Context: an optimization exercise on an open-source flow, tuned for small area. The choices shown serve that exercise and are no tape-out recipe.
Function was checked by simulation only, so behaviour that the tests miss may differ from the original.
Power is estimated from default activity; no workload was simulated.

===== design/flow/design.v =====
`timescale 1ns / 1ps
package asl_pkg;
    function automatic logic [1:0] atan_bits(input logic [7:0] idx);
        case (idx)
            8'd0: atan_bits = 2'b01;
            8'd1: atan_bits = 2'b00;
            8'd2: atan_bits = 2'b01;
            8'd3: atan_bits = 2'b01;
            8'd4: atan_bits = 2'b01;
            8'd5: atan_bits = 2'b01;
            8'd6: atan_bits = 2'b01;
            8'd7: atan_bits = 2'b00;
            8'd8: atan_bits = 2'b01;
            8'd9: atan_bits = 2'b00;
            8'd10: atan_bits = 2'b00;
            8'd11: atan_bits = 2'b00;
            8'd12: atan_bits = 2'b01;
            8'd13: atan_bits = 2'b00;
            8'd14: atan_bits = 2'b01;
            8'd15: atan_bits = 2'b00;
            8'd16: atan_bits = 2'b00;
            8'd17: atan_bits = 2'b00;
            8'd18: atan_bits = 2'b00;
            8'd19: atan_bits = 2'b00;
            8'd20: atan_bits = 2'b00;
            8'd21: atan_bits = 2'b00;
            8'd22: atan_bits = 2'b00;
            8'd23: atan_bits = 2'b00;
            8'd24: atan_bits = 2'b00;
            8'd25: atan_bits = 2'b00;
            8'd26: atan_bits = 2'b00;
            8'd27: atan_bits = 2'b00;
            8'd28: atan_bits = 2'b00;
            8'd29: atan_bits = 2'b10;
            8'd30: atan_bits = 2'b00;
            8'd31: atan_bits = 2'b00;
            8'd32: atan_bits = 2'b00;
            8'd33: atan_bits = 2'b01;
            8'd34: atan_bits = 2'b11;
            8'd35: atan_bits = 2'b01;
            8'd36: atan_bits = 2'b01;
            8'd37: atan_bits = 2'b10;
            8'd38: atan_bits = 2'b10;
            8'd39: atan_bits = 2'b10;
            8'd40: atan_bits = 2'b01;
            8'd41: atan_bits = 2'b10;
            8'd42: atan_bits = 2'b01;
            8'd43: atan_bits = 2'b00;
            8'd44: atan_bits = 2'b10;
            8'd45: atan_bits = 2'b00;
            8'd46: atan_bits = 2'b00;
            8'd47: atan_bits = 2'b00;
            8'd48: atan_bits = 2'b11;
            8'd49: atan_bits = 2'b11;
            8'd50: atan_bits = 2'b00;
            8'd51: atan_bits = 2'b11;
            8'd52: atan_bits = 2'b11;
            8'd53: atan_bits = 2'b10;
            8'd54: atan_bits = 2'b11;
            8'd55: atan_bits = 2'b10;
            8'd56: atan_bits = 2'b10;
            8'd57: atan_bits = 2'b00;
            8'd58: atan_bits = 2'b00;
            8'd59: atan_bits = 2'b11;
            8'd60: atan_bits = 2'b01;
            8'd61: atan_bits = 2'b01;
            8'd62: atan_bits = 2'b00;
            8'd63: atan_bits = 2'b00;
            8'd64: atan_bits = 2'b10;
            8'd65: atan_bits = 2'b00;
            8'd66: atan_bits = 2'b01;
            8'd67: atan_bits = 2'b00;
            8'd68: atan_bits = 2'b11;
            8'd69: atan_bits = 2'b00;
            8'd70: atan_bits = 2'b01;
            8'd71: atan_bits = 2'b01;
            8'd72: atan_bits = 2'b11;
            8'd73: atan_bits = 2'b00;
            8'd74: atan_bits = 2'b10;
            8'd75: atan_bits = 2'b00;
            8'd76: atan_bits = 2'b01;
            8'd77: atan_bits = 2'b00;
            8'd78: atan_bits = 2'b00;
            8'd79: atan_bits = 2'b00;
            8'd80: atan_bits = 2'b11;
            8'd81: atan_bits = 2'b11;
            8'd82: atan_bits = 2'b00;
            8'd83: atan_bits = 2'b10;
            8'd84: atan_bits = 2'b00;
            8'd85: atan_bits = 2'b00;
            8'd86: atan_bits = 2'b01;
            8'd87: atan_bits = 2'b10;
            8'd88: atan_bits = 2'b01;
            8'd89: atan_bits = 2'b10;
            8'd90: atan_bits = 2'b01;
            8'd91: atan_bits = 2'b01;
            8'd92: atan_bits = 2'b00;
            8'd93: atan_bits = 2'b00;
            8'd94: atan_bits = 2'b00;
            8'd95: atan_bits = 2'b00;
            8'd96: atan_bits = 2'b11;
            8'd97: atan_bits = 2'b00;
            8'd98: atan_bits = 2'b10;
            8'd99: atan_bits = 2'b00;
            8'd100: atan_bits = 2'b00;
            8'd101: atan_bits = 2'b01;
            8'd102: atan_bits = 2'b11;
            8'd103: atan_bits = 2'b01;
            8'd104: atan_bits = 2'b11;
            8'd105: atan_bits = 2'b01;
            8'd106: atan_bits = 2'b01;
            8'd107: atan_bits = 2'b00;
            8'd108: atan_bits = 2'b01;
            8'd109: atan_bits = 2'b00;
            8'd110: atan_bits = 2'b01;
            8'd111: atan_bits = 2'b01;
            8'd112: atan_bits = 2'b00;
            8'd113: atan_bits = 2'b11;
            8'd114: atan_bits = 2'b01;
            8'd115: atan_bits = 2'b01;
            8'd116: atan_bits = 2'b01;
            8'd117: atan_bits = 2'b10;
            8'd118: atan_bits = 2'b00;
            8'd119: atan_bits = 2'b10;
            8'd120: atan_bits = 2'b00;
            8'd121: atan_bits = 2'b01;
            8'd122: atan_bits = 2'b01;
            8'd123: atan_bits = 2'b00;
            8'd124: atan_bits = 2'b01;
            8'd125: atan_bits = 2'b01;
            8'd126: atan_bits = 2'b01;
            8'd127: atan_bits = 2'b01;
            8'd128: atan_bits = 2'b11;
            8'd129: atan_bits = 2'b00;
            8'd130: atan_bits = 2'b01;
            8'd131: atan_bits = 2'b00;
            8'd132: atan_bits = 2'b11;
            8'd133: atan_bits = 2'b00;
            8'd134: atan_bits = 2'b11;
            8'd135: atan_bits = 2'b00;
            8'd136: atan_bits = 2'b00;
            8'd137: atan_bits = 2'b00;
            8'd138: atan_bits = 2'b01;
            8'd139: atan_bits = 2'b01;
            8'd140: atan_bits = 2'b01;
            8'd141: atan_bits = 2'b01;
            8'd142: atan_bits = 2'b01;
            8'd143: atan_bits = 2'b00;
            8'd144: atan_bits = 2'b01;
            8'd145: atan_bits = 2'b01;
            8'd146: atan_bits = 2'b00;
            8'd147: atan_bits = 2'b10;
            8'd148: atan_bits = 2'b01;
            8'd149: atan_bits = 2'b10;
            8'd150: atan_bits = 2'b01;
            8'd151: atan_bits = 2'b00;
            8'd152: atan_bits = 2'b00;
            8'd153: atan_bits = 2'b01;
            8'd154: atan_bits = 2'b01;
            8'd155: atan_bits = 2'b01;
            8'd156: atan_bits = 2'b01;
            8'd157: atan_bits = 2'b01;
            8'd158: atan_bits = 2'b00;
            8'd159: atan_bits = 2'b01;
            8'd160: atan_bits = 2'b01;
            8'd161: atan_bits = 2'b01;
            8'd162: atan_bits = 2'b11;
            8'd163: atan_bits = 2'b01;
            8'd164: atan_bits = 2'b10;
            8'd165: atan_bits = 2'b01;
            8'd166: atan_bits = 2'b00;
            8'd167: atan_bits = 2'b00;
            8'd168: atan_bits = 2'b01;
            8'd169: atan_bits = 2'b01;
            8'd170: atan_bits = 2'b01;
            8'd171: atan_bits = 2'b01;
            8'd172: atan_bits = 2'b01;
            8'd173: atan_bits = 2'b00;
            8'd174: atan_bits = 2'b01;
            8'd175: atan_bits = 2'b00;
            8'd176: atan_bits = 2'b00;
            8'd177: atan_bits = 2'b10;
            8'd178: atan_bits = 2'b00;
            8'd179: atan_bits = 2'b11;
            8'd180: atan_bits = 2'b01;
            8'd181: atan_bits = 2'b00;
            8'd182: atan_bits = 2'b00;
            8'd183: atan_bits = 2'b01;
            8'd184: atan_bits = 2'b01;
            8'd185: atan_bits = 2'b01;
            8'd186: atan_bits = 2'b01;
            8'd187: atan_bits = 2'b01;
            8'd188: atan_bits = 2'b00;
            8'd189: atan_bits = 2'b01;
            8'd190: atan_bits = 2'b00;
            8'd191: atan_bits = 2'b00;
            8'd192: atan_bits = 2'b10;
            8'd193: atan_bits = 2'b00;
            8'd194: atan_bits = 2'b11;
            8'd195: atan_bits = 2'b01;
            8'd196: atan_bits = 2'b00;
            8'd197: atan_bits = 2'b00;
            8'd198: atan_bits = 2'b01;
            8'd199: atan_bits = 2'b01;
            8'd200: atan_bits = 2'b01;
            8'd201: atan_bits = 2'b01;
            8'd202: atan_bits = 2'b01;
            8'd203: atan_bits = 2'b00;
            8'd204: atan_bits = 2'b01;
            8'd205: atan_bits = 2'b00;
            8'd206: atan_bits = 2'b00;
            8'd207: atan_bits = 2'b00;
            8'd208: atan_bits = 2'b00;
            8'd209: atan_bits = 2'b11;
            8'd210: atan_bits = 2'b01;
            8'd211: atan_bits = 2'b00;
            8'd212: atan_bits = 2'b00;
            8'd213: atan_bits = 2'b01;
            8'd214: atan_bits = 2'b01;
            8'd215: atan_bits = 2'b01;
            8'd216: atan_bits = 2'b01;
            8'd217: atan_bits = 2'b01;
            8'd218: atan_bits = 2'b00;
            8'd219: atan_bits = 2'b01;
            8'd220: atan_bits = 2'b00;
            8'd221: atan_bits = 2'b00;
            8'd222: atan_bits = 2'b00;
            8'd223: atan_bits = 2'b01;
            8'd224: atan_bits = 2'b11;
            8'd225: atan_bits = 2'b01;
            8'd226: atan_bits = 2'b00;
            8'd227: atan_bits = 2'b00;
            8'd228: atan_bits = 2'b01;
            8'd229: atan_bits = 2'b01;
            8'd230: atan_bits = 2'b01;
            8'd231: atan_bits = 2'b01;
            8'd232: atan_bits = 2'b01;
            8'd233: atan_bits = 2'b00;
            8'd234: atan_bits = 2'b01;
            8'd235: atan_bits = 2'b00;
            8'd236: atan_bits = 2'b00;
            8'd237: atan_bits = 2'b00;
            8'd238: atan_bits = 2'b01;
            8'd239: atan_bits = 2'b00;
            8'd240: atan_bits = 2'b00;
            8'd241: atan_bits = 2'b01;
            8'd242: atan_bits = 2'b00;
            8'd243: atan_bits = 2'b01;
            8'd244: atan_bits = 2'b01;
            8'd245: atan_bits = 2'b01;
            8'd246: atan_bits = 2'b01;
            8'd247: atan_bits = 2'b01;
            8'd248: atan_bits = 2'b00;
            8'd249: atan_bits = 2'b01;
            8'd250: atan_bits = 2'b00;
            8'd251: atan_bits = 2'b00;
            8'd252: atan_bits = 2'b00;
            8'd253: atan_bits = 2'b01;
            8'd254: atan_bits = 2'b00;
            8'd255: atan_bits = 2'b01;
            default: atan_bits = 2'b00;
        endcase
    endfunction
endpackage
`timescale 1ns / 1ps
`timescale 1ns / 1ps
`timescale 1ns / 1ps
module angle_slew_limiter_unit
(
    input  logic               clk,
    input  logic               rst_n,
    input  logic               cfg_valid,
    output logic               cfg_ready,
    input  logic [31:0]        cfg_max_rate,
    input  logic               frame_valid,
    output logic               frame_ready,
    input  logic signed [15:0] frame_tgt_x,
    input  logic signed [15:0] frame_tgt_y,
    input  logic signed [15:0] frame_src_x,
    input  logic signed [15:0] frame_src_y,
    input  logic [31:0]        frame_stamp_us,
    output logic               result_valid,
    input  logic               result_ready,
    output logic signed [15:0] result_angle,
    output logic               result_was_limited,
    output logic               result_was_held
);
    localparam logic [2:0] S_IDLE = 3'd0;
    localparam logic [2:0] S_CORD = 3'd1;
    localparam logic [2:0] S_MUL  = 3'd2;
    localparam logic [2:0] S_WAIT = 3'd3;
    localparam logic [2:0] S_PA   = 3'd4;
    localparam logic [2:0] S_PB   = 3'd5;
    localparam logic [2:0] S_ACC  = 3'd6;
    localparam logic [2:0] S_MW   = 3'd7;
    logic [2:0]  st_q, st_n;
    logic [4:0]  ph_q, ph_n;
    logic [5:0]  cnt_q, cnt_n;
    logic        vec_q, vec_n;
    logic [31:0] rate_q, rate_n;
    logic [16:0] lr_q, lr_n;        
    logic        rz_q, lz_q, cz_q;    
    logic        xnz_q, hz_q, hz_n;
    logic [15:0] cur_q, cur_n;
    logic        rv_q, rv_n;
    logic        lim_q, lim_n;
    logic [16:0] xn_q, yn_q, x_q, y_q, l_q, l_n, h_q, h_n;
    logic        cx_q, cx_n, cy_q, cy_n, cl_q, cl_n, ch_q, ch_n;
    logic        dir_q, dir_n, ysgn_q, ysgn_n, ynz_q, ynz_n;
    logic        bw_q, bw_n, dq0_q, dd1_q, dd2_q, rc1n_q, rc2n_q;
    logic        sat_q, sat_n, dneg_q, dneg_n;
    logic        b1_q, b1_n, b2_q, b2_n, c3_q, c3_n;
    wire ph0  = (ph_q == 5'd0);
    wire ph15 = (ph_q == 5'd15);
    wire ph16 = ph_q[4];
    wire cord    = (st_q == S_CORD);
    wire ld      = cord && (cnt_q == 6'd0);
    wire it      = cord && (cnt_q != 6'd0);
    wire xy_live = cord && (cnt_q != 6'd16);
    wire mul     = (st_q == S_MUL);
    wire pa      = (st_q == S_PA);
    wire pb      = (st_q == S_PB);
    wire [3:0] cc4 = cnt_q[3:0];    
    wire        inj_t = (st_q == S_MW) && ph16;
    wire        inj_s = cord && !vec_q && (cnt_q == 6'd16) && ph16;
    wire [33:0] vin_t = {frame_tgt_y[15], frame_tgt_y, frame_tgt_x[15], frame_tgt_x};
    wire [33:0] vin_s = {frame_src_y[15], frame_src_y, frame_src_x[15], frame_src_x};
    logic [33:0] vin;
    always_comb
        for (int m = 0; m <= 33; m++)
            vin[m] = (inj_t & vin_t[m]) | (inj_s & vin_s[m]);
    wire        neg = vec_q ? frame_src_x[15] : frame_tgt_x[15];
    logic [15:0] xr, yr;
    always_comb
        for (int c = 0; c < 16; c++)
        begin
            xr[c] = x_q[(c + 15) % 16];
            yr[c] = y_q[(c + 15) % 16];
        end
    wire [5:0]  jsum  = {1'b0, ph_q} + {2'b00, cc4};
    wire        inr   = (jsum <= 6'd17);
    wire        tap_y = inr ? yr[cc4] : ysgn_q;
    wire        tap_x = inr & xr[cc4];
    logic xa, xb, xc0, ya, yb, yc0;
    always_comb
    begin
        if (ld)
        begin
            xa = 1'b0;    xb = x_q[0] ^ neg;    xc0 = neg;
            ya = 1'b0;    yb = y_q[0] ^ neg;    yc0 = neg;
        end
        else
        begin
            xa = x_q[0];  xb = tap_y ^ ~dir_q;  xc0 = ~dir_q;
            ya = y_q[0];  yb = tap_x ^ dir_q;   yc0 = dir_q;
        end
    end
    wire cxu = ph0 ? xc0 : cx_q;
    wire cyu = ph0 ? yc0 : cy_q;
    logic xs, ys;
    assign {cx_n, xs} = {1'b0, xa} + {1'b0, xb} + {1'b0, cxu};
    assign {cy_n, ys} = {1'b0, ya} + {1'b0, yb} + {1'b0, cyu};
    wire xin = (xy_live & xs) | vin[16];
    wire yin = (xy_live & ys) | vin[33];
    assign hz_n = (ld && ph16) ? ((vec_q & hz_q) | (~xnz_q & ~ynz_q)) : hz_q;
    always_comb
    begin
        ynz_n  = ph0 ? yin : (ynz_q | yin);
        dir_n  = dir_q;
        ysgn_n = ysgn_q;
        if (ph16)
        begin
            dir_n  = ~yin & ynz_q;
            ysgn_n = yin;
        end
    end
    wire [1:0]  atb  = asl_pkg::atan_bits({cc4, ph_q[3:0]});
    wire        tl   = atb[0];
    wire        th   = atb[1];
    wire        zsub = vec_q ? dir_q : ~dir_q;
    logic la, lb, lc0, ha, hb, hc0;
    always_comb
    begin
        if (ld && !vec_q)
        begin
            la = 1'b0;    lb = ph15;              lc0 = 1'b0;
            ha = 1'b0;    hb = ph15 & neg;        hc0 = 1'b0;
        end
        else if (ld)
        begin
            la = 1'b0;    lb = ~ph15 & ~ph16;     lc0 = 1'b0;
            ha = h_q[0];  hb = ph15 & neg;        hc0 = cl_q;
        end
        else if (it)
        begin
            la = l_q[0];  lb = tl ^ zsub;         lc0 = zsub;
            ha = h_q[0];  hb = th ^ zsub;         hc0 = cl_q;
        end
        else
        begin
            la = l_q[0];  lb = 1'b0;              lc0 = 1'b0;
            ha = h_q[0];  hb = 1'b0;              hc0 = cl_q;
        end
        if (ph16 && cord)
        begin
            la = 1'b1;    lb = 1'b0;
        end
    end
    wire clu = ph0 ? lc0 : cl_q;
    wire chu = ph0 ? hc0 : ch_q;
    logic zl, zh;
    assign {cl_n, zl} = {1'b0, la} + {1'b0, lb} + {1'b0, clu};
    assign {ch_n, zh} = {1'b0, ha} + {1'b0, hb} + {1'b0, chu};
    assign x_q = ~xn_q;
    assign y_q = ~yn_q;
    wire [33:0] ccn = {yn_q, xn_q};
    wire        lsh  = mul & ~cnt_q[5];
    wire        stb  = frame_stamp_us[cnt_q[4:0]];
    wire        l0   = ~lz_q & (cnt_q[4] ? h_q[2] : l_q[1]);
    wire        bwu  = (cnt_q == 6'd0) ? 1'b0 : bw_q;
    wire        d0  = lsh & (stb ^ l0 ^ bwu);
    assign bw_n = (~stb & l0) | (~(stb ^ l0) & bwu);
    logic [32:0] man, mpn, msn;
    logic [33:0] mcn;
    always_comb
    begin
        mcn[22] = rc2n_q;
        for (int k = 22; k <= 32; k++)
        begin
            man[k]   = ccn[k-2];
            mpn[k]   = ~(((k <= 31) ? (dd2_q & rate_q[k]) : 1'b0) | ((k == 22) ? 1'b0 : vin[k-3]));
            {mcn[k+1], msn[k]} = {1'b0, man[k]} + {1'b0, mpn[k]} + {1'b0, mcn[k]};
        end
        mcn[11] = rc1n_q;
        for (int k = 11; k <= 21; k++)
        begin
            man[k]   = (k <= 20) ? ccn[k-1] : msn[22];
            mpn[k]   = ~((dd1_q & rate_q[k]) | ((k == 11 || k == 18) ? 1'b0 : vin[k-2]));
            {mcn[k+1], msn[k]} = {1'b0, man[k]} + {1'b0, mpn[k]} + {1'b0, mcn[k]};
        end
        mcn[0] = 1'b1;
        for (int k = 0; k <= 10; k++)
        begin
            man[k]   = (k <= 9) ? ccn[k] : msn[11];
            mpn[k]   = ~((dq0_q & rate_q[k]) | ((k == 0) ? 1'b0 : vin[k-1]));
            {mcn[k+1], msn[k]} = {1'b0, man[k]} + {1'b0, mpn[k]} + {1'b0, mcn[k]};
        end
    end
    logic [33:0] ccn_n;
    always_comb
    begin
        for (int m = 0; m <= 9; m++)   ccn_n[m] = msn[m+1];
        for (int m = 10; m <= 19; m++) ccn_n[m] = msn[m+2];
        for (int m = 20; m <= 29; m++) ccn_n[m] = msn[m+3];
        for (int m = 30; m <= 32; m++) ccn_n[m] = ccn[m+1] & ~vin[m];
        ccn_n[33] = ~yin;
        if (!mul)
            ccn_n[16] = ~xin;
    end
    wire mp0  = ~msn[0];
    wire wr_l = mul && (cnt_q >= 6'd17) && (cnt_q <= 6'd31);
    assign lr_n = {wr_l ? mp0 : lr_q[0], lr_q[16:1]};
    assign l_n  = {pa ? stb : zl, l_q[16:1]};
    assign h_n  = {pb ? stb : zh, h_q[16:1]};
    always_comb
    begin
        sat_n = sat_q;
        if (mul && (cnt_q == 6'd32))
            sat_n = mp0;
        else if ((mul && (cnt_q > 6'd32)) || (st_q == S_MW))
            sat_n = sat_q | mp0;
    end
    wire rate_nz = ~rz_q & (|rate_q);
    wire sat_e   = sat_q | ~rate_nz;
    wire held    = hz_q;
    wire dj   = zh;
    wire cj   = cur_q[0] & ~cz_q;
    wire de   = held ? cj : dj;
    wire limj = sat_e ? ph15 : (~ph16 & ~ph15 & lr_q[16]);
    wire b1u   = ph0 ? (pb & dneg_q) : b1_q;
    wire delta = de ^ cj ^ b1u;
    wire b1a   = (~de & cj) | (~(de ^ cj) & b1u);
    wire b2u   = ph0 ? 1'b0 : b2_q;
    assign b2_n = (~limj & delta) | (~(limj ^ delta) & b2u);
    wire c3u   = ph0 ? 1'b0 : c3_q;
    logic s2;
    assign {c3_n, s2} = {1'b0, delta} + {1'b0, limj} + {1'b0, c3u};
    wire lbx  = limj ^ dneg_q;
    logic nsum, c4;
    assign {c4, nsum} = {1'b0, cj} + {1'b0, lbx} + {1'b0, b1u};
    wire newb = lim_q ? nsum : de;
    assign b1_n = pa ? b1a : c4;
    always_comb
    begin
        cur_n  = cur_q;
        lim_n  = lim_q;
        dneg_n = dneg_q;
        if ((pa || pb) && !ph16)
            cur_n = {pa ? cj : newb, cur_q[15:1]};
        if (pa && ph15)
        begin
            lim_n  = (~delta & b2_n) | (delta & s2);
            dneg_n = delta;
        end
    end
    assign cfg_ready   = 1'b1;
    assign frame_ready = (st_q == S_ACC);
    assign rate_n = cfg_valid ? cfg_max_rate : rate_q;
    assign ph_n   = ph16 ? 5'd0 : (ph_q + 5'd1);
    always_comb
    begin
        st_n  = st_q;
        cnt_n = cnt_q;
        vec_n = vec_q;
        rv_n  = rv_q & ~result_ready;
        case (st_q)
            S_IDLE:
                if (frame_valid && ph15 && !rv_q)
                begin
                    st_n  = S_MUL;
                    cnt_n = 6'd0;
                end
            S_CORD:
                if (ph16)
                begin
                    if (cnt_q == 6'd16)
                    begin
                        cnt_n = 6'd0;
                        if (!vec_q)
                            vec_n = 1'b1;
                        else
                            st_n = S_WAIT;
                    end
                    else
                        cnt_n = cnt_q + 6'd1;
                end
            S_MUL:
            begin
                cnt_n = cnt_q + 6'd1;
                if (cnt_q == 6'd63)
                    st_n = S_MW;
            end
            S_MW:
                if (ph16)
                begin
                    st_n  = S_CORD;
                    cnt_n = 6'd0;
                    vec_n = 1'b0;
                end
            S_WAIT:
                if (ph16)
                begin
                    st_n  = S_PA;
                    cnt_n = 6'd0;
                end
            S_PA:
            begin
                if (!ph16)
                    cnt_n = cnt_q + 6'd1;
                else
                    st_n = S_PB;
            end
            S_PB:
            begin
                cnt_n = cnt_q + 6'd1;
                if (ph16)
                    st_n = S_ACC;
            end
            S_ACC:
                if (frame_valid)
                begin
                    st_n = S_IDLE;
                    rv_n = 1'b1;
                end
            default:
                st_n = S_IDLE;
        endcase
    end
    always_ff @(posedge clk or negedge rst_n)
    begin
        if (!rst_n)
        begin
            st_q   <= S_IDLE;
            ph_q   <= 5'd0;
            rz_q   <= 1'b1;
            lz_q   <= 1'b1;
            cz_q   <= 1'b1;
            rv_q   <= 1'b0;
        end
        else
        begin
            st_q   <= st_n;
            ph_q   <= ph_n;
            if (cfg_valid)
                rz_q <= 1'b0;
            if (pb && ph16)
                lz_q <= 1'b0;
            if (pb && ph16)
                cz_q <= 1'b0;
            rv_q   <= rv_n;
        end
    end
    always_ff @(posedge clk)
    begin
        xn_q   <= ccn_n[16:0];
        rate_q <= rate_n;
        lr_q   <= lr_n;
        cur_q  <= cur_n;
        xnz_q  <= ph0 ? xin : (xnz_q | xin);
        hz_q   <= hz_n;
        cnt_q  <= cnt_n;
        vec_q  <= vec_n;
        dq0_q  <= d0;
        dd1_q  <= dq0_q;
        dd2_q  <= dd1_q;
        rc1n_q <= mcn[11];
        rc2n_q <= mcn[22];
        yn_q   <= ccn_n[33:17];
        l_q    <= l_n;
        h_q    <= h_n;
        cx_q   <= cx_n;
        cy_q   <= cy_n;
        cl_q   <= cl_n;
        ch_q   <= ch_n;
        dir_q  <= dir_n;
        ysgn_q <= ysgn_n;
        ynz_q  <= ynz_n;
        bw_q   <= bw_n;
        sat_q  <= sat_n;
        dneg_q <= dneg_n;
        b1_q   <= b1_n;
        b2_q   <= b2_n;
        c3_q   <= c3_n;
        lim_q  <= lim_n;
    end
    assign result_valid       = rv_q;
    assign result_angle       = cur_q;
    assign result_was_limited = lim_q;
    assign result_was_held    = hz_q;
endmodule

===== design/flow/flow/run.sh =====
#!/bin/bash
# Layout: the standard flow (standard.sh) unchanged, except that
#  - the port buffers that global placement inserts are buf_1 cells, and
#  - clock tree synthesis clusters the flip-flops under clkbuf_8 buffers and
#    adds no dummy loads.
export BUFFER_PORTS_ARGS="-buffer_cell sky130_fd_sc_hd__buf_1"
export CTS_ARGS="-sink_clustering_enable -sink_clustering_size 25 -sink_clustering_max_diameter 150 -sink_clustering_levels 1 -repair_clock_nets -buf_list sky130_fd_sc_hd__clkbuf_8 -dont_use_dummy_load"
bash standard.sh "$@" > run_standard.log 2>&1

===== design/flow/standard.sh =====
#!/bin/bash
# synth_recipe.tcl (not shown) runs the flow's synth.tcl, then flattens the netlist and writes it again
# the make line also repeats each setting of config.mk as NAME=value (left out here)
make -C /OpenROAD-flow-scripts/flow DESIGN_CONFIG=/design/flow/config.mk WORK_HOME=/design/flow/orfs CLKGATE_MAP_FILE= SYNTH_SCRIPT=/design/flow/synth_recipe.tcl "${@:-finish}"

===== design/flow/config.mk =====
export PLATFORM = sky130hd
export DESIGN_NAME = angle_slew_limiter_unit
export DESIGN_NICKNAME = angle_slew_limiter_unit
export VERILOG_FILES = /design/flow/design.v
export SDC_FILE = /design/flow/constraint.sdc
export NUM_CORES = 4
export LEC_CHECK = 0
export CAP_MARGIN = 20
export CORE_MARGIN = 2
export CORE_UTILIZATION = 65
export SLEW_MARGIN = 20

===== design/flow/constraint.sdc =====
create_clock -name core_clock -period 7.5 [get_ports {clk}]
set_input_delay 1.5000 -clock core_clock [delete_from_list [all_inputs] [get_ports {clk}]]
set_output_delay 1.5000 -clock core_clock [all_outputs]
set_load 0.01 [all_outputs]

==> flow_summary.yaml, run 1 <==
logic_synthesis:
  synth_top_area_share: 0.247
  synth-async-reset-ratio: 0.0640
  synth_cell_type_count: 74
  yosysWarnings: 1
  synth_edf_count: 61
  syn_avg_cell_area_um2: 12.1
  synthCells: 672
  synth_flop_cell: "dfxtp_1"
  synth_seq_cells: 172
  synth-seq-area-share: 0.507
  syn_area_um2: 8110
  yosys-top-cells-count: "100 x dfxtp_1, 61 x edfxtp_1, 54 x inv_1"
  yosysTopAreaCell: "dfxtp_1"
  yosys-top-cells-area: "dfxtp_1 25%, edfxtp_1 23%, fa_1 9.9%"
  syn_nets: 859
  post-synth-top-count-cell: "dfxtp_1"
cells_and_area:
  drive_gt1_frac: 0.0755
  syn_to_final_growth_pct: 10.8
  final_nets: 997
  fin_area_um2: 8980
  antennaDiodeCount: 0
global_routing:
  antenna_found_initial: 0
  grt_overflow: 0
  grt_pass1_vias: 6155
  grt_max_degree: 43
  grt_pass1_wl_um: 31200
  track_usage: 0.310
clock_tree:
  cts-hold-fix-buffers: 0
  clockBufferDepth: 2
  htree_levels: 4
  clk_latency_ns: 0.45
  cts_resized: 0
  clock-sinks: 172
  root_buffer: "clkbuf_8"
  cts_buffers: 17
  post_cts_buffers: 0
  cts_tree: "yes"
  path_clk_slew_ns: 0.09
job:
  drv_cap: 0
timing:
  fin_crit_ns: 6.42
  tightestPinTransition_ns: 0.939
  fmax_mhz: 156
  hold_viol: 0
  final_max_slew_viol_count: 0
  relSlewSlack: 0.374
  rsz0062_at_grt: "no"
  finalCritPeriodShare: 0.856
  finalClockSkew_ns: 0.0306
  hold_ws_ns: 0.319
  setup-tns-final_ns: 0
  fin_ws_ns: 1.08
  setup_viol: 0
setup_path:
  slowest_delay_ns: 0.46
  worstPathMaxFanout: 29
  end_kind: "flop"
  crit_slowest_cell: "fa_1"
  critPathArrivalTime_ns: 6.73
  crit_type: "reg2reg"
  crit_top_cell: "fa_1"
  crit_chain: "inv_1 > ha_1 > or3b_1 > nor2_1 > nand2_1 > nor3_4 > buf_4 > a222oi_1 > inv_1 > fa_1 > fa_1 > inv_1 > fa_1 > fa_1 > fa_1 > fa_1 > inv_1 > fa_1 > inv_1 > fa_1 > fa_1 > fa_1"
  required_ns: 7.81
  cp-start-kind: "flop"
floorplanning:
  start_util: 0.669
  io_pins: 154
  die_h_um: 116
  dieArea_um2: 13400
  rows: 40
  die-width_um: 116
  core_um2: 12100
route:
  vias_per_cell: 6.09
  drc: 0
  final_antenna_net_count: 0
  totalWireLength_um: 19300
  vias: 5945
  wl_per_cell_um: 19.8
  drtPass1Iterations: 8
  drtIter0Drc: 634
worst_hold_path:
  hold_path.class: "reg2reg"
status:
  status: "no timing/DRC/antenna violations"
place:
  post-place-ws_ns: 1.12
  numPortBuffers: 152
  gp_congestion: 0.946
  dpl_cell_area_um2: 8740
  dp_hpwl_um: 14600
power:
  ir_drop_v: 0.000254
  p_leak_nw: 3.35
  power_w: 0.00308
  cellPowerDensity_nw_per_um2: 344
==> placed cells by master, fill, tap and decap left out, types with 3 or more instances in the layout <==
| master | n |
|---|---|
| nor3_1 | 3 |
| a31oi_1 | 6 |
| ha_1 | 14 |
| o21a_1 | 5 |
| mux4_2 | 20 |
| a211oi_1 | 11 |
| or3_1 | 3 |
| dfrtp_1 | 9 |
| buf_1 | 151 |
| nand4_1 | 3 |
| and2_1 | 12 |
| nor4_1 | 10 |
| a311oi_1 | 7 |
| edfxtp_1 | 61 |
| dfxtp_1 | 100 |
| a222oi_1 | 27 |
| xnor2_1 | 10 |
| nand2_1 | 46 |
| mux2i_1 | 8 |
| nor2b_1 | 14 |
| fa_1 | 40 |
| a22oi_1 | 3 |
| xor2_1 | 6 |
| a21oi_1 | 18 |
| o21ai_0 | 20 |
| nand3_1 | 9 |
| nand2b_1 | 8 |
| clkbuf_8 | 17 |
| o31ai_1 | 4 |
| buf_4 | 7 |
| mux2_2 | 4 |
| a21o_1 | 6 |
| inv_1 | 54 |
| or2_2 | 3 |
| nor2_1 | 39 |
==> logic make-up (layout without fill, tap and decap cells) <==
| family | after synthesis | after routing | share of synthesized area |
|---|---|---|---|
| AOI/OAI and AO/OA | 135 | 135 | 0.129 |
| xor gates and xnor gates | 16 | 16 | 0.0173 |
| adders and majority gates | 54 | 54 | 0.120 |
| buffers and inverters | 95 | 231 | 0.0508 |
| DFF | 172 | 172 | 0.507 |
| muxes | 32 | 32 | 0.0710 |
| other | 1 | 1 | 0.000463 |
| and+or+nand+nor | 167 | 167 | 0.104 |
==> final timing paths <==
| path | slack (ns) | cells after the start | endpoint | from |
|---|---|---|---|---|
| setup reg to reg | 1.08 | 22 | yn_q[2] | cnt_q[1] |
| hold reg to reg | 0.32 | 0 | l_q[13] | l_q[14] |
| setup / recovery | 1.08 | 22 | yn_q[2] | cnt_q[1] |
| hold / removal | 0.32 | 0 | l_q[13] | l_q[14] |
| max in group asynchronous | 5.93 | 1 | st_q[0] | rst_n |
| min in group asynchronous | 1.10 | 1 | ph_q[4] | rst_n |
==> worst max-delay path: cells and delay by family (launching register included) <==
kind                     cells  cell delay (ns)
adder cells (fa/ha/maj)     11             3.79
AND/OR/NAND/NOR              4             1.06
buffers and inverters        6             0.91
flip-flops                   1             0.38
AO/OA/AOI/OAI                1             0.16
==> per-layer routing <==
layer,global-route usage,routed length [um],vias to the layer above
met5,0,0,-
li1,-,-,2708
met3,0.0706,1640,46
met4,0.120,549,0
met2,0.503,9400,367
met1,0.411,7750,2824
==> through the flow <==
stage	utilization	instances
after global placement	0.722	959
after detailed placement	0.722	959
after global routing	0.741	976
after CTS	0.741	976
after floorplan	-	672
final	0.741	976
==> registers in the layout, indices dropped and copies added (netlist names), 3 cells and up <==
register  cells
rate_q       32
h_q          17
l_q          17
lr_q         17
xn_q         17
yn_q         17
cur_q        16
cnt_q         6
ph_q          5
st_q          3
==> area by class of cell <==
type	count	area, um^2
sequential	172	4110
inverter	55	206
tap	168	210
multi-input combinational	405	3590
timing repair buffer	159	624
clock buffer	17	234
fill	838	3130
==> report_power, final <==
group	switching [W]	internal (W)
registers	0.000198	0.00127
logic	0.000636	0.000508
clock network	0.000272	0.000200
==> run 2, diff against run 1 <==
==> design/flow/flow/run.sh (replaced) <==
#!/bin/bash
# Layout: the standard flow (standard.sh) unchanged, except that
#  - the port buffers that global placement inserts are buf_1 cells, and
#  - clock tree synthesis uses clkbuf_8 buffers and adds no dummy loads.
export BUFFER_PORTS_ARGS="-buffer_cell sky130_fd_sc_hd__buf_1"
export CTS_ARGS="-sink_clustering_enable -repair_clock_nets -buf_list sky130_fd_sc_hd__clkbuf_8 -dont_use_dummy_load"
bash standard.sh "$@" > run_standard.log 2>&1
--- a/design/flow/config.mk
+++ b/design/flow/config.mk
@@ -7,5 +7,5 @@
 export LEC_CHECK = 0
 export CAP_MARGIN = 20
 export CORE_MARGIN = 2
-export CORE_UTILIZATION = 65
+export CORE_UTILIZATION = 80
 export SLEW_MARGIN = 20
==> run 2 against run 1 <==
Wire length is 36% higher. Clock power is 6.6% higher. Still clean. Critical path type unchanged. Synthesized cell count stayed put. Non-clock buffer count stayed put. Critical endpoint is now xn_q[9].
==> flow_summary.yaml, run 2 <==
status:
  status: "no timing/DRC/antenna violations"
place:
  dpl_cell_area_um2: 8690
  numPortBuffers: 152
  gp_congestion: 0.982
  dp_hpwl_um: 16900
cells_and_area:
  largest_reg_flops: 32
  layout_common_cells: "151 x buf_1, 100 x dfxtp_1, 61 x edfxtp_1, 54 x inv_1, 46 x nand2_1"
  mostFrequentLayoutCell: "buf_1"
  syn_to_final_growth_pct: 10.3
  final_nets: 997
  fin_area_um2: 8940
  top_register: "rate_q"
  drive_gt1_frac: 0.0755
clock_tree:
  root_buffer: "clkbuf_8"
  cts_buffers: 17
  clk_latency_ns: 0.49
  cts-hold-fix-buffers: 0
  cts_resized: 0
  cts_tree: "yes"
  clock-sinks: 172
  clockBufferDepth: 2
  htree_levels: 4
  path_clk_slew_ns: 0.10
  post_cts_buffers: 0
worst_hold_path:
  hold_path.class: "reg2reg"
  hold_depth: 0
logic_synthesis:
  syn_nets: 859
  synth-async-reset-ratio: 0.0640
  syn_area_um2: 8110
  yosys-top-cells-area: "dfxtp_1 25%, edfxtp_1 23%, fa_1 9.9%"
  yosys-top-cells-count: "100 x dfxtp_1, 61 x edfxtp_1, 54 x inv_1"
  yosysTopAreaCell: "dfxtp_1"
  yosysWarnings: 1
  synth_flop_cell: "dfxtp_1"
  synth-seq-area-share: 0.507
  synth_edf_count: 61
  synth_top_area_share: 0.247
  syn_avg_cell_area_um2: 12.1
  synthCells: 672
  synth_seq_cells: 172
  post-synth-top-count-cell: "dfxtp_1"
  synth_cell_type_count: 74
power:
  switching_share: 0.397
  power.switching_w: 0.00132
  power_frac_clock: 0.152
  pwr-share-comb: 0.386
  p_leak_nw: 3.35
  intPower_w: 0.00200
  ir_drop_v: 0.000268
  cellPowerDensity_nw_per_um2: 371
  p_seq_frac: 0.462
timing:
  tightestPinTransition_ns: 0.896
  relSlewSlack: 0.403
  fmax_mhz: 141
  final_max_slew_viol_count: 0
  setup-tns-final_ns: 0
  rsz0062_at_grt: "no"
  setup_viol: 0
  finalCritPeriodShare: 0.947
  fin_crit_ns: 7.11
  finalClockSkew_ns: 0.0383
  hold_viol: 0
floorplanning:
  dieArea_um2: 11000
  core_um2: 9820
  die_h_um: 105
  rows: 36
  die-width_um: 105
  io_pins: 154
  start_util: 0.825
setup_path:
  startpoint: "cnt_q[1]"
  rr_endpoint: "xn_q[9]"
  end_kind: "flop"
  cp-start-kind: "flop"
  crit_type: "reg2reg"
  critPathArrivalTime_ns: 7.45
  rrSetupSlack_ns: 0.39
  cp-endpoint: "xn_q[9]"
  r2r_cells: 19
  required_ns: 7.85
  worstPathMaxFanout: 26
  timing.rr.start: "cnt_q[1]"
global_routing:
  antenna_found_initial: 2
  grt_overflow: 0
  track_usage: 0.508
  grt_max_degree: 43
  grt_pass1_wl_um: 40400
  grt_pass1_vias: 7244
route:
  drc: 0
  drtIter0Drc: 1239
  vias: 7041
  drtPass1Iterations: 14
  final_antenna_net_count: 0
  vias_per_cell: 7.47
  totalWireLength_um: 26400
  wl_per_cell_um: 28.0
job:
  drv_cap: 0
==> run 2: how the worst min path moves through the flow <==
stage / start / endpoint / slack [ns]
after detailed placement: lr_q[4] / lr_q[3] / 0.31
after global routing: l_q[3] / l_q[2] / 0.32
final: lr_q[6] / lr_q[5] / 0.33
after global placement: h_q[16] / h_q[15] / 0.31
after floorplan: h_q[1] / h_q[0] / 0.31
after CTS: l_q[3] / l_q[2] / 0.32
==> run 2: cell type report <==
cell class / instances / area, um^2
Antenna cell: 1 / 2.50
Clock buffer: 17 / 234
Fill cell: 345 / 883
Inverter: 55 / 206
Multi-Input combinational cell: 405 / 3590
Sequential cell: 172 / 4110
Tap cell: 133 / 166
Timing Repair Buffer: 159 / 624
==> run 2: kinds of logic after synthesis <==
| logic type | share of synthesized area |
|---|---|
| adders and majority gates | 0.120 |
| other | 0.000463 |
| AOI/OAI and AO/OA | 0.129 |
| xor gates and xnor gates | 0.0173 |
| and+or+nand+nor | 0.104 |
| muxes | 0.0710 |
| DFF | 0.507 |
| buffers and inverters | 0.0508 |
==> run 2: power groups by stage <==
stage	combinational, W	sequential, W	clock (W)
after global placement	0.00103	0.00147	0
after floorplan	0.000871	0.00140	0
final	0.00128	0.00153	0.000503
after global routing	0.00135	0.00155	0.000524
after detailed placement	0.00115	0.00151	0
after CTS	0.00122	0.00152	0.000491
==> run 2: per-stage QoR <==
step | total power (W) | util | hold WS, ns | worst slack (ns) | instances
final | 0.00331 | 0.910 | 0.326 | 0.394 | 942
after global routing | 0.00342 | 0.910 | 0.321 | 0.334 | 941
after CTS | 0.00322 | 0.909 | 0.316 | 0.606 | 940
after detailed placement | 0.00266 | 0.885 | 0.312 | 0.851 | 923
after global placement | 0.00251 | 0.885 | 0.310 | 1.30 | 923
after floorplan | 0.00228 | - | 0.310 | 1.37 | 672
==> run 2: routing by layer <==
layer	routed length [um]	track usage
met3	3910	0.193
met2	11900	0.774
met5	0	0
met4	2840	0.424
met1	7720	0.567
==> run 2: critical path, stage by stage (launching register included) <==
cell and delay [ns]:
edfxtp_1 0.43, inv_1 0.28, ha_1 0.22, or3b_1 0.44, nor2_1 0.26, nand2_1 0.22
nor3_4 0.52, buf_4 0.40, a222oi_1 0.15, inv_1 0.12, fa_1 0.22, inv_1 0.07
fa_1 0.44, fa_1 0.44, fa_1 0.43, fa_1 0.45, fa_1 0.46, fa_1 0.47
fa_1 0.47, fa_1 0.49
==> run 3, diff against run 2 <==
--- a/design/flow/config.mk
+++ b/design/flow/config.mk
@@ -7,5 +7,5 @@
 export LEC_CHECK = 0
 export CAP_MARGIN = 20
 export CORE_MARGIN = 2
-export CORE_UTILIZATION = 80
+export CORE_UTILIZATION = 65
 export SLEW_MARGIN = 20
==> run 3 against run 2 <==
Synthesized cell count unchanged. Sequential power decreased by 4%. Clock power decreased by 6.2%. Still clean. Cell count grew 3.6%. Global-route usage is 20 points lower. Setup slack gained 0.68 ns. Power shrank 7.0%. Highest routed layer unchanged. Flip-flop and latch count stayed put.
==> flow_summary.yaml, run 3 <==
cells_and_area:
  layout_common_cells: "151 x buf_1, 100 x dfxtp_1, 61 x edfxtp_1, 54 x inv_1, 46 x nand2_1"
  mostFrequentLayoutCell: "buf_1"
  multi_input_area_um2: 3590
  largest_reg_flops: 32
  final_nets: 997
  antennaDiodeCount: 0
  drive_gt1_frac: 0.0755
  n_fill_cell: 838
  register_area_um2: 4110
  top_register: "rate_q"
  syn_to_final_growth_pct: 10.8
floorplanning:
  core_um2: 12100
  dieArea_um2: 13400
  die-width_um: 116
  rows: 40
  die_h_um: 116
  start_util: 0.669
  io_pins: 154
power:
  power_frac_clock: 0.153
  intPower_w: 0.00198
  power.switching_w: 0.00111
  power_w: 0.00308
  pwr-share-comb: 0.371
  ir_drop_v: 0.000254
  p_leak_nw: 3.35
  switching_share: 0.359
  cellPowerDensity_nw_per_um2: 344
  p_seq_frac: 0.476
route:
  drtPass1Iterations: 8
  vias_per_cell: 6.09
  wl_per_cell_um: 19.8
  drc: 0
  drtIter0Drc: 634
  totalWireLength_um: 19300
  final_antenna_net_count: 0
  vias: 5945
worst_hold_path:
  hold_path.class: "reg2reg"
timing:
  finalCritPeriodShare: 0.856
  rsz0062_at_grt: "no"
  fmax_mhz: 156
  tightestPinTransition_ns: 0.939
  relSlewSlack: 0.374
  fin_crit_ns: 6.42
  finalClockSkew_ns: 0.0306
  hold_ws_ns: 0.319
  final_max_slew_viol_count: 0
  setup_viol: 0
  setup-tns-final_ns: 0
  hold_viol: 0
logic_synthesis:
  synth_cell_type_count: 74
  yosys-top-cells-count: "100 x dfxtp_1, 61 x edfxtp_1, 54 x inv_1"
  yosys-top-cells-area: "dfxtp_1 25%, edfxtp_1 23%, fa_1 9.9%"
  syn_avg_cell_area_um2: 12.1
  post-synth-top-count-cell: "dfxtp_1"
  synth_top_area_share: 0.247
  yosysWarnings: 1
  synth-async-reset-ratio: 0.0640
  syn_area_um2: 8110
  synthCells: 672
  synth-seq-area-share: 0.507
  synth_seq_cells: 172
  syn_nets: 859
  yosysTopAreaCell: "dfxtp_1"
  synth_edf_count: 61
  synth_flop_cell: "dfxtp_1"
clock_tree:
  root_buffer: "clkbuf_8"
  clockBufferDepth: 2
  cts_buffers: 17
  post_cts_buffers: 0
  cts_tree: "yes"
  clk_latency_ns: 0.45
  path_clk_slew_ns: 0.09
  clock-sinks: 172
  cts_resized: 0
  cts-hold-fix-buffers: 0
  htree_levels: 4
setup_path:
  worstPathMaxFanout: 29
  crit_type: "reg2reg"
  critPathArrivalTime_ns: 6.73
  required_ns: 7.81
  cp-start-kind: "flop"
  end_kind: "flop"
global_routing:
  grt_max_degree: 43
  antenna_found_initial: 0
  track_usage: 0.310
  grt_pass1_vias: 6155
  grt_overflow: 0
  grt_pass1_wl_um: 31200
job:
  drv_cap: 0
place:
  numPortBuffers: 152
  dp_hpwl_um: 14600
  gp_congestion: 0.946
status:
  status: "no timing/DRC/antenna violations"
run 3: metal layers:
layer,GRT usage,up-vias,share of wire
li1,-,2708,-
met1,0.411,2824,0.40
met2,0.503,367,0.49
met3,0.0706,46,0.085
met4,0.120,0,0.028
met5,0,-,0
run 3: worst max-delay path, stage by stage (launching register included):
cell and delay [ns]:
edfxtp_1 0.38, inv_1 0.25, ha_1 0.21, or3b_1 0.41
nor2_1 0.15, nand2_1 0.17, nor3_4 0.33, buf_4 0.35
a222oi_1 0.16, inv_1 0.12, fa_1 0.19, fa_1 0.17
inv_1 0.06, fa_1 0.46, fa_1 0.46, fa_1 0.44
fa_1 0.40, inv_1 0.08, fa_1 0.17, inv_1 0.05
fa_1 0.41, fa_1 0.42, fa_1 0.46
run 3: cell families (layout without fill, tap and decap cells):
| family | Yosys count | after routing | synth area share |
|---|---|---|---|
| other cells | 1 | 1 | 0.000463 |
| simple gates | 167 | 167 | 0.104 |
| mux | 32 | 32 | 0.0710 |
| xor+xnor | 16 | 16 | 0.0173 |
| buf+inv | 95 | 231 | 0.0508 |
| flops | 172 | 172 | 0.507 |
| compound gates | 135 | 135 | 0.129 |
| fa+ha+maj | 54 | 54 | 0.120 |
run 3: final timing paths:
check | startpoint | to | slack, ns | depth (start not counted)
min reg2reg | l_q[14] | l_q[13] | 0.32 | 0
min in group asynchronous | rst_n | ph_q[4] | 1.10 | 1
max in group asynchronous | rst_n | st_q[0] | 5.93 | 1
min | l_q[14] | l_q[13] | 0.32 | 0
max | cnt_q[1] | yn_q[2] | 1.08 | 22
max reg2reg | cnt_q[1] | yn_q[2] | 1.08 | 22
run 3: per-stage QoR:
| step | setup slack [ns] | area [um^2] | instances | utilization |
|---|---|---|---|---|
| finish | 1.08 | 8980 | 976 | 0.741 |
| global route | 0.755 | 8980 | 976 | 0.741 |
| global placement | 1.36 | 8740 | 959 | 0.722 |
| detailed placement | 1.12 | 8740 | 959 | 0.722 |
| CTS | 1.09 | 8980 | 976 | 0.741 |
| floorplan | 1.37 | 8110 | 672 | - |
run 3: power groups by stage:
stage	Clock, W	Combinational, W	Sequential, W
5_1_grt	0.000515	0.00127	0.00150
3_3_place_gp	0	0.00107	0.00147
2_1_floorplan	0	0.000871	0.00140
3_5_place_dp	0	0.00113	0.00148
4_1_cts	0.000483	0.00114	0.00147
6_report	0.000472	0.00114	0.00147
run 3: final cells by class:
cell class,count,share of cell area
Inverter,55,0.0230
Clock buffer,17,0.0261
Timing Repair Buffer,159,0.0695
Tap cell,168,0.0234
Multi-Input combinational cell,405,0.400
Sequential cell,172,0.458
==> run 4, diff against run 3 <==
--- a/design/flow/design.v
+++ b/design/flow/design.v
@@ -296,7 +296,6 @@
     logic [2:0]  st_q, st_n;
     logic [4:0]  ph_q, ph_n;
     logic [5:0]  cnt_q, cnt_n;
-    logic        vec_q, vec_n;
     logic [31:0] rate_q, rate_n;
     logic [16:0] lr_q, lr_n;        
     logic        rz_q, lz_q, cz_q;    
@@ -314,15 +313,16 @@
     wire ph15 = (ph_q == 5'd15);
     wire ph16 = ph_q[4];
     wire cord    = (st_q == S_CORD);
-    wire ld      = cord && (cnt_q == 6'd0);
-    wire it      = cord && (cnt_q != 6'd0);
-    wire xy_live = cord && (cnt_q != 6'd16);
+    wire vec_q   = cnt_q[5];
+    wire ld      = cord && (cnt_q[4:0] == 5'd0);
+    wire it      = cord && (cnt_q[4:0] != 5'd0);
+    wire xy_live = cord && (cnt_q[4:0] != 5'd16);
     wire mul     = (st_q == S_MUL);
     wire pa      = (st_q == S_PA);
     wire pb      = (st_q == S_PB);
     wire [3:0] cc4 = cnt_q[3:0];    
     wire        inj_t = (st_q == S_MW) && ph16;
-    wire        inj_s = cord && !vec_q && (cnt_q == 6'd16) && ph16;
+    wire        inj_s = cord && (cnt_q == 6'd16) && ph16;
     wire [33:0] vin_t = {frame_tgt_y[15], frame_tgt_y, frame_tgt_x[15], frame_tgt_x};
     wire [33:0] vin_s = {frame_src_y[15], frame_src_y, frame_src_x[15], frame_src_x};
     logic [33:0] vin;
@@ -511,7 +511,6 @@
     begin
         st_n  = st_q;
         cnt_n = cnt_q;
-        vec_n = vec_q;
         rv_n  = rv_q & ~result_ready;
         case (st_q)
             S_IDLE:
@@ -524,13 +523,9 @@
                 if (ph16)
                 begin
                     if (cnt_q == 6'd16)
-                    begin
-                        cnt_n = 6'd0;
-                        if (!vec_q)
-                            vec_n = 1'b1;
-                        else
-                            st_n = S_WAIT;
-                    end
+                        cnt_n = 6'd32;
+                    else if (cnt_q == 6'd48)
+                        st_n = S_WAIT;
                     else
                         cnt_n = cnt_q + 6'd1;
                 end
@@ -545,7 +540,6 @@
                 begin
                     st_n  = S_CORD;
                     cnt_n = 6'd0;
-                    vec_n = 1'b0;
                 end
             S_WAIT:
                 if (ph16)
@@ -609,7 +603,6 @@
         xnz_q  <= ph0 ? xin : (xnz_q | xin);
         hz_q   <= hz_n;
         cnt_q  <= cnt_n;
-        vec_q  <= vec_n;
         dq0_q  <= d0;
         dd1_q  <= dq0_q;
         dd2_q  <= dd1_q;
==> run 4 against run 3 <==
Cell count grew 0.51%. Core utilization grew 0.17 points. Clock-buffer cell count is the same. Wire length shrank 5.8%. Via count shrank 1.5%. Setup slack gained 0.22 ns. Clock skew grew 0.0052 ns. Synthesized cell count grew 1.0%. First-iteration DRC count grew 15%. Combinational power shrank 87%. Clock power is essentially flat. Maximum frequency grew 3.6%. Critical endpoint is now xn_q[9]. Highest routed layer unchanged.
==> flow_summary.yaml, run 4 <==
status:
  status: "no timing/DRC/antenna violations"
setup_path:
  end_kind: "flop"
  cp-start-kind: "flop"
  r2r_cells: 17
  worstPathMaxFanout: 14
  crit_type: "reg2reg"
  critPathArrivalTime_ns: 6.54
  required_ns: 7.83
route:
  drtIter0Drc: 726
  vias_per_cell: 5.97
  drc: 0
  final_antenna_net_count: 0
  drtPass1Iterations: 9
  vias: 5858
  wl_per_cell_um: 18.6
  totalWireLength_um: 18200
logic_synthesis:
  post-synth-top-count-cell: "dfxtp_1"
  yosys-top-cells-area: "dfxtp_1 25%, edfxtp_1 22%, fa_1 9.9%"
  syn_area_um2: 8070
  synth-async-reset-ratio: 0.0643
  synth_edf_count: 60
  synth_cell_type_count: 66
  syn_avg_cell_area_um2: 11.9
  synth_seq_cells: 171
  yosys-top-cells-count: "100 x dfxtp_1, 60 x edfxtp_1, 57 x inv_1"
  synthCells: 679
  syn_nets: 866
  synth-seq-area-share: 0.506
  synth_top_area_share: 0.248
  yosysWarnings: 1
  yosysTopAreaCell: "dfxtp_1"
  synth_flop_cell: "dfxtp_1"
cells_and_area:
  mostFrequentLayoutCell: "buf_1"
  antennaDiodeCount: 0
  syn_to_final_growth_pct: 11.1
  layout_common_cells: "151 x buf_1, 100 x dfxtp_1, 60 x edfxtp_1, 57 x inv_1"
  final_nets: 1002
  drive_gt1_frac: 0.0787
  n_fill_cell: 818
  largest_reg_flops: 32
  top_register: "rate_q"
  final_cells: 981
  fin_area_um2: 8960
clock_tree:
  clk_latency_ns: 0.45
  cts_tree: "yes"
  cts_resized: 0
  root_buffer: "clkbuf_8"
  cts_buffers: 17
  clockBufferDepth: 2
  post_cts_buffers: 0
  cts-hold-fix-buffers: 0
  clock-sinks: 171
  htree_levels: 4
  path_clk_slew_ns: 0.09
power:
  cellPowerDensity_nw_per_um2: 194
  power_w: 0.00174
  ir_drop_v: 0.000193
  p_leak_nw: 3.40
global_routing:
  grt_pass1_wl_um: 29400
  grt_overflow: 0
  antenna_found_initial: 0
  track_usage: 0.293
  grt_max_degree: 42
  grt_pass1_vias: 5821
timing:
  final_max_slew_viol_count: 0
  tightestPinTransition_ns: 0.960
  fmax_mhz: 161
  hold_ws_ns: 0.315
  rsz0062_at_grt: "no"
  relSlewSlack: 0.360
  fin_crit_ns: 6.20
  setup_viol: 0
  setup-tns-final_ns: 0
  hold_viol: 0
  finalCritPeriodShare: 0.827
  finalClockSkew_ns: 0.0358
place:
  dp_cells: 964
  numPortBuffers: 152
  dp_hpwl_um: 13700
  dpl_cell_area_um2: 8730
  gp_congestion: 0.895
worst_hold_path:
  hold_path.class: "reg2reg"
  hold_depth: 0
floorplanning:
  dieArea_um2: 13300
  die_h_um: 115
  core_um2: 12100
  io_pins: 154
  die-width_um: 115
  rows: 40
  start_util: 0.669
job:
  drv_cap: 0
==> run 4: per-layer routing <==
layer / up-vias / part of all wire / routed length (um) / GRT usage
li1: 2725 / - / - / -
met1: 2776 / 0.41 / 7400 / 0.402
met2: 330 / 0.49 / 8920 / 0.476
met3: 27 / 0.088 / 1610 / 0.0591
met4: 0 / 0.016 / 285 / 0.0940
met5: - / 0 / 0 / 0
==> run 4: through the flow <==
step	util	setup WS, ns
floorplan	-	1.74
global placement	0.724	1.47
detailed placement	0.724	1.35
CTS	0.743	1.33
global route	0.743	0.930
finish	0.743	1.30
==> run 4: worst paths after layout <==
path	from	end	slack, ns
worst max-delay path	st_q[0]	xn_q[9]	1.30
worst min register to register	h_q[12]	h_q[11]	0.31
worst min-delay path	h_q[12]	h_q[11]	0.31
max in group asynchronous	rst_n	ph_q[3]	5.97
min in group asynchronous	rst_n	ph_q[2]	1.08
worst max register to register	st_q[0]	xn_q[9]	1.30
==> run 4: power by group <==
group / internal (W) / total [W] / switching [W]
combinational: 0.0000749 / 0.000143 / 0.0000686
clock: 0.000200 / 0.000470 / 0.000270
sequential: 0.00107 / 0.00113 / 0.0000584
total: 0.00134 / 0.00174 / 0.000397
==> run 4: critical path, stage by stage, from the launching register on <==
cell and delay, ns:
dfrtp_1 0.59, inv_1 0.18, nor3_2 0.50, nand2_1 0.20, nor2_2 0.43, a222oi_1 0.16
inv_1 0.14, fa_1 0.20, fa_1 0.19, inv_1 0.06, fa_1 0.43, fa_1 0.43
fa_1 0.43, fa_1 0.42, fa_1 0.43, fa_1 0.43, fa_1 0.44, fa_1 0.45
==> run 4: layout make-up <==
cell class                      instances  area (um^2)  share of cell area
Timing Repair Buffer                  160          632              0.0705
Inverter                               60          225              0.0251
Multi-Input combinational cell        405         3580               0.399
Clock buffer                           17          234              0.0261
Sequential cell                       171         4080               0.455
Tap cell                              168          210              0.0235
==> run 4: kinds of logic (layout without fill, tap and decap cells) <==
logic type | Yosys count | in the layout | share of synthesized area
flip-flops | 171 | 171 | 0.506
multiplexers | 38 | 38 | 0.0803
AND/OR/NAND/NOR | 158 | 158 | 0.0976
adder cells (fa/ha/maj) | 54 | 54 | 0.121
other | 1 | 1 | 0.000465
AO/OA/AOI/OAI | 136 | 136 | 0.124
buffers and inverters | 103 | 237 | 0.0515
XOR/XNOR | 18 | 18 | 0.0195
==> run 5, diff against run 4 <==
--- a/design/flow/design.v
+++ b/design/flow/design.v
@@ -298,7 +298,7 @@
     logic [5:0]  cnt_q, cnt_n;
     logic [31:0] rate_q, rate_n;
     logic [16:0] lr_q, lr_n;        
-    logic        rz_q, lz_q, cz_q;    
+    logic        rok_q, lok_q;        
     logic        xnz_q, hz_q, hz_n;
     logic [15:0] cur_q, cur_n;
     logic        rv_q, rv_n;
@@ -381,15 +381,10 @@
     logic la, lb, lc0, ha, hb, hc0;
     always_comb
     begin
-        if (ld && !vec_q)
-        begin
-            la = 1'b0;    lb = ph15;              lc0 = 1'b0;
-            ha = 1'b0;    hb = ph15 & neg;        hc0 = 1'b0;
-        end
-        else if (ld)
+        if (ld)
         begin
-            la = 1'b0;    lb = ~ph15 & ~ph16;     lc0 = 1'b0;
-            ha = h_q[0];  hb = ph15 & neg;        hc0 = cl_q;
+            la = 1'b0;            lb = ~ph15 & ~ph16;   lc0 = ~vec_q;
+            ha = vec_q & h_q[0];  hb = ph15 & neg;      hc0 = vec_q & cl_q;
         end
         else if (it)
         begin
@@ -416,7 +411,7 @@
     wire [33:0] ccn = {yn_q, xn_q};
     wire        lsh  = mul & ~cnt_q[5];
     wire        stb  = frame_stamp_us[cnt_q[4:0]];
-    wire        l0   = ~lz_q & (cnt_q[4] ? h_q[2] : l_q[1]);
+    wire        l0   = lok_q & (cnt_q[4] ? h_q[2] : l_q[1]);
     wire        bwu  = (cnt_q == 6'd0) ? 1'b0 : bw_q;
     wire        d0  = lsh & (stb ^ l0 ^ bwu);
     assign bw_n = (~stb & l0) | (~(stb ^ l0) & bwu);
@@ -470,11 +465,11 @@
         else if ((mul && (cnt_q > 6'd32)) || (st_q == S_MW))
             sat_n = sat_q | mp0;
     end
-    wire rate_nz = ~rz_q & (|rate_q);
+    wire rate_nz = rok_q & (|rate_q);
     wire sat_e   = sat_q | ~rate_nz;
     wire held    = hz_q;
     wire dj   = zh;
-    wire cj   = cur_q[0] & ~cz_q;
+    wire cj   = cur_q[0] & lok_q;
     wire de   = held ? cj : dj;
     wire limj = sat_e ? ph15 : (~ph16 & ~ph15 & lr_q[16]);
     wire b1u   = ph0 ? (pb & dneg_q) : b1_q;
@@ -576,9 +571,8 @@
         begin
             st_q   <= S_IDLE;
             ph_q   <= 5'd0;
-            rz_q   <= 1'b1;
-            lz_q   <= 1'b1;
-            cz_q   <= 1'b1;
+            rok_q  <= 1'b0;
+            lok_q  <= 1'b0;
             rv_q   <= 1'b0;
         end
         else
@@ -586,11 +580,9 @@
             st_q   <= st_n;
             ph_q   <= ph_n;
             if (cfg_valid)
-                rz_q <= 1'b0;
-            if (pb && ph16)
-                lz_q <= 1'b0;
+                rok_q <= 1'b1;
             if (pb && ph16)
-                cz_q <= 1'b0;
+                lok_q <= 1'b1;
             rv_q   <= rv_n;
         end
     end
==> run 5 against run 4 <==
Synthesized cell count shrank 0.44%. Flip-flop and latch count is the same. Cell count shrank 0.41%. Clock power increased by 1%. Clock skew up 0.0091 ns. Still clean on timing, DRC and antenna. Critical path type unchanged. Combinational power about the same. Sequential power barely moved. Power up 0.64%. Core utilization decreased by 0.24 points.
==> flow_summary.yaml, run 5 <==
route:
  drc: 0
  final_antenna_net_count: 0
  drtPass1Iterations: 8
  drtIter0Drc: 728
  vias: 5999
  vias_per_cell: 6.14
  totalWireLength_um: 19100
  wl_per_cell_um: 19.6
setup_path:
  crit_type: "reg2reg"
  worstPathMaxFanout: 31
  critPathArrivalTime_ns: 6.59
  end_kind: "flop"
  rrSetupSlack_ns: 1.24
  required_ns: 7.83
  cp-start-kind: "flop"
floorplanning:
  die-width_um: 116
  start_util: 0.671
  rows: 40
  die_h_um: 116
  dieArea_um2: 13400
  io_pins: 154
  core_um2: 12100
timing:
  setup-tns-final_ns: 0
  final_max_slew_viol_count: 0
  fmax_mhz: 160
  relSlewSlack: 0.352
  finalClockSkew_ns: 0.0449
  finalCritPeriodShare: 0.835
  hold_viol: 0
  setup_viol: 0
  fin_ws_ns: 1.24
  rsz0062_at_grt: "no"
  tightestPinTransition_ns: 0.972
  fin_crit_ns: 6.26
logic_synthesis:
  synthCells: 676
  synth-async-reset-ratio: 0.0643
  post-synth-top-count-cell: "dfxtp_1"
  yosysTopAreaCell: "dfxtp_1"
  yosys-top-cells-area: "dfxtp_1 25%, edfxtp_1 22%, fa_1 9.9%"
  synth_flop_cell: "dfxtp_1"
  syn_nets: 863
  syn_avg_cell_area_um2: 12.0
  yosys-top-cells-count: "100 x dfxtp_1, 60 x edfxtp_1, 53 x nand2_1"
  syn_area_um2: 8090
  synth_cell_type_count: 72
  yosysWarnings: 1
  synth-seq-area-share: 0.504
  synth_edf_count: 60
  synth_seq_cells: 171
  synth_top_area_share: 0.247
place:
  gp_congestion: 0.905
  numPortBuffers: 152
  post-place-ws_ns: 1.26
  dp_cells: 960
  dp_hpwl_um: 14200
cells_and_area:
  final_nets: 998
  top_register: "rate_q"
  register_area_um2: 4080
  n_fill_cell: 833
  final_cells: 977
  mostFrequentLayoutCell: "buf_1"
  antennaDiodeCount: 0
  drive_gt1_frac: 0.0853
  layout_common_cells: "151 x buf_1, 100 x dfxtp_1, 60 x edfxtp_1, 53 x nand2_1, 51 x inv_1"
  largest_reg_flops: 32
  syn_to_final_growth_pct: 10.4
  multi_input_area_um2: 3590
global_routing:
  grt_max_degree: 44
  grt_pass1_vias: 6054
  antenna_found_initial: 0
  track_usage: 0.306
  grt_pass1_wl_um: 30400
  grt_overflow: 0
power:
  power_w: 0.00175
  cellPowerDensity_nw_per_um2: 196
  ir_drop_v: 0.000227
  p_leak_nw: 3.38
clock_tree:
  cts-hold-fix-buffers: 0
  clock-sinks: 171
  post_cts_buffers: 0
  clk_latency_ns: 0.47
  cts_resized: 0
  cts_tree: "yes"
  htree_levels: 4
  cts_buffers: 17
  path_clk_slew_ns: 0.10
  root_buffer: "clkbuf_8"
  clockBufferDepth: 2
worst_hold_path:
  hold_path.class: "reg2reg"
job:
  drv_cap: 0
status:
  status: "no timing/DRC/antenna violations"
[run 5: changes by cell type after synthesis, sizes merged, moves of 3 or more]
cell     change
a2111oi      -4
a211oi       -3
buf          +5
clkbuf       -7
inv          -3
mux2         +4
mux2i        -5
nand2       +15
nor2         -6
o21ai        +5
o311ai       -3
or2          +3
xnor2        -3
[run 5: where the power goes]
part / switching, W / internal (W) / leakage [nW] / total (W)
Clock: 0.000275 / 0.000200 / 0.122 / 0.000475
Sequential: 0.0000676 / 0.00107 / 1.51 / 0.00113
Combinational: 0.0000688 / 0.0000724 / 1.75 / 0.000141
[run 5: through the flow]
step	util	hold slack, ns	area (um^2)
2_1_floorplan	-	0.310	8090
3_3_place_gp	0.721	0.310	8700
3_5_place_dp	0.721	0.312	8700
4_1_cts	0.740	0.311	8930
5_1_grt	0.741	0.315	8930
6_report	0.741	0.302	8930
[run 5: worst max-delay path: stages (launching register included)]
cell and delay (ns):
edfxtp_1 0.35, buf_4 0.27, clkinv_1 0.22, ha_1 0.23
nand3_1 0.16, or2_2 0.36, nor3_4 0.39, a222oi_1 0.16
inv_1 0.14, fa_1 0.22, fa_1 0.17, inv_1 0.05
fa_1 0.41, fa_1 0.43, fa_1 0.42, fa_1 0.42
fa_1 0.43, fa_1 0.42, fa_1 0.42, fa_1 0.45
[run 5: routing by layer]
metal  routed length, um  vias up  global-route usage
li1                    -     2709                   -
met1                7430     2869               0.383
met2                9510      355               0.505
met3                1480       66              0.0701
met4                 725        0               0.149
met5                   0        -                   0
[run 5: area by class of cell]
cell class / instances / area share
Sequential cell: 171 / 0.457
Tap cell: 168 / 0.0235
Inverter: 56 / 0.0235
Clock buffer: 17 / 0.0262
Timing Repair Buffer: 157 / 0.0682
Multi-Input combinational cell: 408 / 0.402
[run 5: cell families after synthesis]
kind of cell             count (synthesis)  share of synthesized area
AO/OA/AOI/OAI                          135                      0.122
XOR/XNOR                                15                     0.0162
multiplexers                            37                     0.0822
adder cells (fa/ha/maj)                 55                      0.122
flip-flops                             171                      0.504
AND/OR/NAND/NOR                        165                     0.0999
other                                    1                   0.000463
buffers and inverters                   97                     0.0539
[run 5: path summary, 6_finish.rpt]
check	start	cells past startpoint	to
max	cnt_q[1]	19	xn_q[9]
min	l_q[10]	0	l_q[9]
max reg2reg	cnt_q[1]	19	xn_q[9]
min reg2reg	l_q[10]	0	l_q[9]
max in group asynchronous	rst_n	1	lok_q
min in group asynchronous	rst_n	1	rok_q

[separate check: timing with driven ports]
In the flow no input, the clock included, has a driving cell. The finished layouts below were timed again as built, in two steps.
Step 1 sets driving cells, clkbuf_16 on the clock port and buf_2 on the other inputs (assumed; they add their load-dependent delay and slew).
Step 2 also shifts input and output timing later by t, the mid clock arrival at the registers, as if the neighbouring blocks saw the same clock.
a / b / c = ideal / step 1 / step 2; a / b = the first two.
run | t (ns) | slack for setup (ns) | worst setup path after step 2 | worst register clock-pin slew, ns
run 1 | 0.474 | 1.077 / 1.077 / 1.077 | register to register | 0.09 / 0.09
run 2 | 0.508 | 0.394 / 0.394 / 0.394 | register to register | 0.10 / 0.10
run 3 | 0.474 | 1.077 / 1.077 / 1.077 | register to register | 0.09 / 0.09
run 4 | 0.473 | 1.298 / 1.298 / 1.298 | register to register | 0.10 / 0.10
run 5 | 0.480 | 1.240 / 1.240 / 1.240 | register to register | 0.10 / 0.10
After both steps setup and hold are still met in every run listed.
